Context: an optimization exercise on an open-source flow, tuned for small area. The choices shown serve that exercise and are no tape-out recipe. Function was checked by simulation only, so behaviour that the tests miss may differ from the original. Power figures rest on the tool's default switching activity, not on a simulated workload.

--- design/flow/design.v ---
package reg_file_mp_pkg;
  localparam int DEF_DATA_W = 32;
  localparam int DEF_ADDR_W = 4;
  localparam int DEF_PC_W   = 16;
  localparam int DEF_N_RD   = 4;
  localparam int DEF_PC_IDX = 2**DEF_ADDR_W - 1;
  typedef logic [DEF_DATA_W-1:0] reg_t;
  typedef logic [DEF_PC_W-1:0]   pc_t;
  function automatic integer port_slice(input integer k, input integer w);
    port_slice = k * w;
  endfunction
endpackage
module reg_scoreboard #(
  parameter int ADDR_W = 4,
  parameter int PC_IDX = 2**ADDR_W - 1
) (
  input  logic                 clk,
  input  logic                 rst,
  input  logic                 claim_en,
  input  logic [ADDR_W-1:0]    claim_addr,
  input  logic                 clr_en,
  input  logic [ADDR_W-1:0]    clr_addr,
  output logic [2**ADDR_W-1:0] busy,
  output logic [2**ADDR_W-1:0] busy_nxt
);
  localparam int DEPTH = 2**ADDR_W;
  always_comb begin
    busy_nxt = busy;
    for (int i = 0; i < DEPTH; i++) begin
      if (i != PC_IDX && claim_en && claim_addr == ADDR_W'(i))
        busy_nxt[i] = 1'b1;
      else if (clr_en && clr_addr == ADDR_W'(i))
        busy_nxt[i] = 1'b0;
    end
  end
  always_ff @(posedge clk or posedge rst) begin
    if (rst) busy <= '0;
    else     busy <= busy_nxt;
  end
endmodule
module reg_file_mp #(
  parameter int DATA_W = reg_file_mp_pkg::DEF_DATA_W,
  parameter int ADDR_W = reg_file_mp_pkg::DEF_ADDR_W,
  parameter int PC_W   = reg_file_mp_pkg::DEF_PC_W,
  parameter int N_RD   = reg_file_mp_pkg::DEF_N_RD,
  parameter int PC_IDX = 2**ADDR_W - 1
) (
  input  logic                   CLOCK_50,
  input  logic                   RESET,
  input  logic [N_RD*ADDR_W-1:0] rd_addr,
  output logic [N_RD*DATA_W-1:0] rd_data,
  output logic [N_RD-1:0]        rd_busy,
  input  logic                   wa_en,
  input  logic [ADDR_W-1:0]      wa_addr,
  input  logic [DATA_W-1:0]      wa_data,
  input  logic                   wl_en,
  input  logic [ADDR_W-1:0]      wl_addr,
  input  logic [DATA_W-1:0]      wl_data,
  input  logic                   claim_en,
  input  logic [ADDR_W-1:0]      claim_addr,
  input  logic [PC_W-1:0]        pc_next,
  output logic [PC_W-1:0]        pc_out,
  output logic                   wr_hazard
);
  localparam int DEPTH = 2**ADDR_W;
  logic [DATA_W-1:0]      regs     [DEPTH];
  logic [DATA_W-1:0]      regs_nxt [DEPTH];
  logic [PC_W-1:0]        pc_nxt;
  logic [DEPTH-1:0]       busy;
  logic [DEPTH-1:0]       busy_nxt;
  logic                   hazard_nxt;
  logic [N_RD*DATA_W-1:0] rd_data_nxt;
  logic [N_RD-1:0]        rd_busy_nxt;
  reg_scoreboard #(
    .ADDR_W (ADDR_W),
    .PC_IDX (PC_IDX)
  ) u_scoreboard (
    .clk        (CLOCK_50),
    .rst        (RESET),
    .claim_en   (claim_en),
    .claim_addr (claim_addr),
    .clr_en     (wl_en),
    .clr_addr   (wl_addr),
    .busy       (busy),
    .busy_nxt   (busy_nxt)
  );
  always_comb begin
    for (int i = 0; i < DEPTH; i++) begin
      regs_nxt[i] = regs[i];
      if (i != PC_IDX) begin
        if (wa_en && wa_addr == ADDR_W'(i))
          regs_nxt[i] = wa_data;
        else if (wl_en && wl_addr == ADDR_W'(i))
          regs_nxt[i] = wl_data;
      end
    end
  end
  always_comb begin
    pc_nxt = pc_next;
    if (wa_en && wa_addr == ADDR_W'(PC_IDX))
      pc_nxt = wa_data[PC_W-1:0];
    else if (wl_en && wl_addr == ADDR_W'(PC_IDX))
      pc_nxt = wl_data[PC_W-1:0];
  end
  assign hazard_nxt = wa_en & busy[wa_addr];
  always_comb begin
    rd_data_nxt = '0;
    rd_busy_nxt = '0;
    for (int k = 0; k < N_RD; k++) begin
      if (rd_addr[reg_file_mp_pkg::port_slice(k, ADDR_W) +: ADDR_W] == ADDR_W'(PC_IDX))
        rd_data_nxt[reg_file_mp_pkg::port_slice(k, DATA_W) +: DATA_W] = DATA_W'(pc_nxt);
      else
        rd_data_nxt[reg_file_mp_pkg::port_slice(k, DATA_W) +: DATA_W] =
          regs_nxt[rd_addr[reg_file_mp_pkg::port_slice(k, ADDR_W) +: ADDR_W]];
      rd_busy_nxt[k] = busy_nxt[rd_addr[reg_file_mp_pkg::port_slice(k, ADDR_W) +: ADDR_W]];
    end
  end
  always_ff @(posedge CLOCK_50 or posedge RESET) begin
    if (RESET) begin
      for (int i = 0; i < DEPTH; i++) regs[i] <= '0;
    end else begin
      for (int i = 0; i < DEPTH; i++) begin
        if (i == PC_IDX) regs[i] <= DATA_W'(pc_nxt);
        else             regs[i] <= regs_nxt[i];
      end
    end
  end
  always_ff @(posedge CLOCK_50 or posedge RESET) begin
    if (RESET) begin
      rd_data   <= '0;
      rd_busy   <= '0;
      pc_out    <= '0;
      wr_hazard <= 1'b0;
    end else begin
      rd_data   <= rd_data_nxt;
      rd_busy   <= rd_busy_nxt;
      pc_out    <= pc_nxt;
      wr_hazard <= hazard_nxt;
    end
  end
endmodule
--- design/flow/run.sh ---
#!/bin/bash
# synth_recipe.tcl (not shown) runs the flow's synth.tcl, then flattens the netlist and writes it again
# the make line also repeats each setting of config.mk as NAME=value (left out here)
make -C /OpenROAD-flow-scripts/flow DESIGN_CONFIG=/design/flow/config.mk WORK_HOME=/design/flow/orfs CLKGATE_MAP_FILE= SYNTH_SCRIPT=/design/flow/synth_recipe.tcl finish
--- design/flow/config.mk ---
export PLATFORM = sky130hd
export DESIGN_NAME = reg_file_mp
export DESIGN_NICKNAME = reg_file_mp
export VERILOG_FILES = /design/flow/design.v
export SDC_FILE = /design/flow/constraint.sdc
export NUM_CORES = 4
export LEC_CHECK = 0
export CAP_MARGIN = 20
export CORE_MARGIN = 2
export CORE_UTILIZATION = 25
export PLACE_DENSITY = 0.5
export SLEW_MARGIN = 20
--- design/flow/constraint.sdc ---
create_clock -name core_clock -period 4.0 [get_ports {CLOCK_50}]
set_input_delay 0.8000 -clock core_clock [delete_from_list [all_inputs] [get_ports {CLOCK_50}]]
set_output_delay 0.8000 -clock core_clock [all_outputs]
set_load 0.01 [all_outputs]
==> results_dict.tcl <==
set metrics [dict create \
    num_io_pins 262 \
    synth_edf_count 0 \
    via_per_inst 6.85 \
    pre_cts_slack_ps -342 \
    netlist-cell-type-count 76 \
    fin_tns_setup_ps 0 \
    start_util 0.251 \
    drv_slew 0 \
    final_util 0.346 \
    crit_buf_inv 4 \
    vias 54800 \
    clock_sinks 645 \
    cts-resized-gates 0 \
    yosysSeqAreaShare 0.396 \
    portBuffers 261 \
    netlist_area_um2 40700 \
    crit_required_ps 4620 \
    ant_nets 0 \
    status "finished clean" \
    cp-start-kind "input port" \
    syn2layout_area_growth_pct 37.7 \
    worstMarginPinSlew_ps 1240 \
    place_congestion 1.10 \
    worst_hold_slack_ps 480 \
    crit_path_frequent_cell "buf_4" \
    drt_iter0_markers 11200 \
    avgSynthCellArea_um2 8.14 \
    holdCritPathClass "input port to asynchronous set/reset pin" \
    dp_hpwl_mm 242 \
    cp-end-kind "flop" \
    worstPathMaxFanout 8 \
    track_usage 0.419 \
    power_density_nw_per_um2 488 \
    grt.overflow.total 0 \
    worst_slack_ps 200 \
    cts_tree "done" \
    max_stage_delay_ps 660 \
    syn-num-nets 5115 \
    wl_per_cell_um 45.2 \
    power_leakage_nw 22.2 \
    fp-row-count 148 \
    path_class "input port to flop" \
    period_share 0.950 \
    grt_max_degree 95 \
    cp_top_family "buffers and inverters" \
    path_cells "clkdlybuf4s50_1 -> or3b_2 -> buf_4 -> buf_4 -> o21ai_0 -> a31oi_1 -> a222oi_1 -> o2111ai_1 -> nor3_1 -> buf_4 -> o21ai_0" \
    n_fill_cell 16800 \
    drt-total-wl_mm 361 \
    period_minus_slack_ps 3800 \
    slowest_stage "or3b_2" \
    async_flop_share 1.00 \
    cts.path.max_buffers 3 \
    tritoncts.num_buffers 85 \
    critPathArrivalTime_ps 4420 \
    fin_skew_ps 37.3 \
    drc_errors 0 \
    cts.clk_slew.worst_paths_ps 70 \
    finalSetupViolations 0 \
    coreArea_um2 162000 \
    fin_cells 7996 \
    antenna_found_initial 49 \
    die_y_um 408 \
    grt_pass1_wl_mm 476 \
    fp.dieW_um 408 \
    first_global_vias 51100 \
    rsz0062_at_grt "false" \
    slew_headroom 0.172 \
    drive_gt1_frac 0.216 \
    h-tree-depth 3 \
    dr.pass1.iters 12 \
    drv_cap 0 \
    hold_viol_final 0 \
    synthCells 5002 \
    synth-seq-cells 645 \
    postCtsHoldBufs 0 \
    dp_cells 7799 \
    ir_worst_vdd_mv 0.379 \
    postCtsSetupRepairBufs 0 \
    synth_ff_type "dfrtp_1" \
    max_freq_mhz 263 \
    insertion_delay_ps 750 \
    cts_root_buf "clkbuf_16" \
    nets 5824 \
    yosys_warnings 4 \
    fp.dieArea_um2 166000 \
]
metal layers:
metal | share of wire | track usage
met5 | 0.00047 | 0.00345
met4 | 0.10 | 0.341
met3 | 0.14 | 0.181
met2 | 0.40 | 0.580
met1 | 0.36 | 0.498
state kept, by name, summed over array words and instances (netlist names):
| register | count |
|---|---|
| regs | 480 |
| rd_data | 128 |
| pc_out | 16 |
| u_scoreboard.busy | 16 |
| rd_busy | 4 |
| wr_hazard | 1 |
path summary, 6_finish.rpt:
path	end	cells after the start	from	slack [ps]
setup / recovery	rd_data[14]$_DFF_PP0_	11	wl_addr[2]	200
hold reg to reg	regs[9][31]$_DFF_PP0_	2	regs[9][31]$_DFF_PP0_	550
hold / removal	rd_data[36]$_DFF_PP0_	2	RESET	480
min in group core_clock	regs[9][31]$_DFF_PP0_	2	regs[9][31]$_DFF_PP0_	550
max in group asynchronous	regs[9][30]$_DFF_PP0_	4	RESET	2480
setup reg to reg	rd_data[33]$_DFF_PP0_	9	regs[7][1]$_DFF_PP0_	1430
cells in the mapped netlist (49+ instances only):
cell type,n,area share
a21oi_1,218,0.027
a222oi_1,65,0.016
a22oi_1,494,0.091
a31oi_1,367,0.056
a32oi_1,63,0.014
buf_2,93,0.011
clkbuf_1,382,0.035
dfrtp_1,645,0.40
inv_1,66,0.0061
mux2i_1,53,0.013
nand2_1,862,0.079
nand3_1,107,0.013
nand4_1,106,0.016
nor2_1,316,0.029
nor3_1,214,0.026
o211ai_1,52,0.0096
o21ai_0,267,0.033
o21ai_1,60,0.0074
o221a_2,49,0.014
worst register-to-register path: stages (launching register included):
cell and delay [ps]:
dfrtp_1 360, o21ai_0 70, a31oi_1 190, buf_4 200
buf_4 120, a222oi_1 300, o2111ai_1 200, nor4_1 660
buf_4 260, o21ai_1 70
cell type report:
cell class / count / area [um^2] / share of cell area
Clock buffer: 113 / 2410 / 0.0429
Sequential cell: 645 / 16100 / 0.288
Inverter: 66 / 251 / 0.00448
Multi-Input combinational cell: 3764 / 22700 / 0.405
Timing Repair Buffer: 1149 / 11200 / 0.199
Tap cell: 2175 / 2720 / 0.0485
Clock inverter: 42 / 626 / 0.0112
Antenna cell: 42 / 105 / 0.00187
placed cells by master (no fill, tap or decap), types with 60 or more instances in the layout:
| cell type | instances |
|---|---|
| inv_1 | 65 |
| a22oi_1 | 494 |
| clkdlybuf4s50_1 | 260 |
| o21ai_1 | 60 |
| a222oi_1 | 65 |
| nand4_1 | 106 |
| a32oi_1 | 63 |
| o21ai_0 | 267 |
| a31oi_1 | 367 |
| nand2_1 | 846 |
| buf_4 | 738 |
| dfrtp_1 | 645 |
| nand3_1 | 106 |
| nor2_1 | 279 |
| clkbuf_16 | 89 |
| buf_12 | 150 |
| a21oi_1 | 214 |
| nor3_1 | 190 |
through the flow:
step                power [mW]  cell area, um^2
floorplan                 12.7            40700
global placement          18.3            53000
detailed placement        18.2            53000
CTS                       26.9            56000
global route              28.0            56000
finish                    27.4            56100
power breakdown:
group	leakage (nW)	switching [mW]	internal [mW]
Clock	1.50	3.50	5.19
Combinational	13.0	6.17	3.80
Sequential	7.73	0.613	8.10
logic make-up after synthesis:
kind of cell | synth area share
muxes | 0.0233
and+or+nand+nor | 0.198
DFF | 0.396
buffers and inverters | 0.0595
AOI/OAI and AO/OA | 0.323

-- static timing again, ports no longer ideal --
How much do the figures lean on ideal ports? The routed layout below was timed once more, with nothing changed but the port constraints. Step 1 assumes that a clkbuf_16 drives the clock port and a buf_2 every other input. Step 2 moves the port delays by t, midway between the first and last clock arrival at a register: inputs arrive t later, outputs are due t later. That takes back most of the time a late clock gives input paths. Slacks: no drivers / after step 1 / after step 2; pairs: no drivers / after step 1.
shift t [ns]: 0.824
setup slack, ns: 0.200 / 0.267 / -0.557
worst hold slack (ns): 0.480 / 0.413 / 0.549
worst slew at a driven data input, ns: 0.29
Met with ideal ports but missed after step 2: setup timing in this run. The setup slack of this run moves by +0.067 ns with the drivers and by -0.757 ns with both steps.
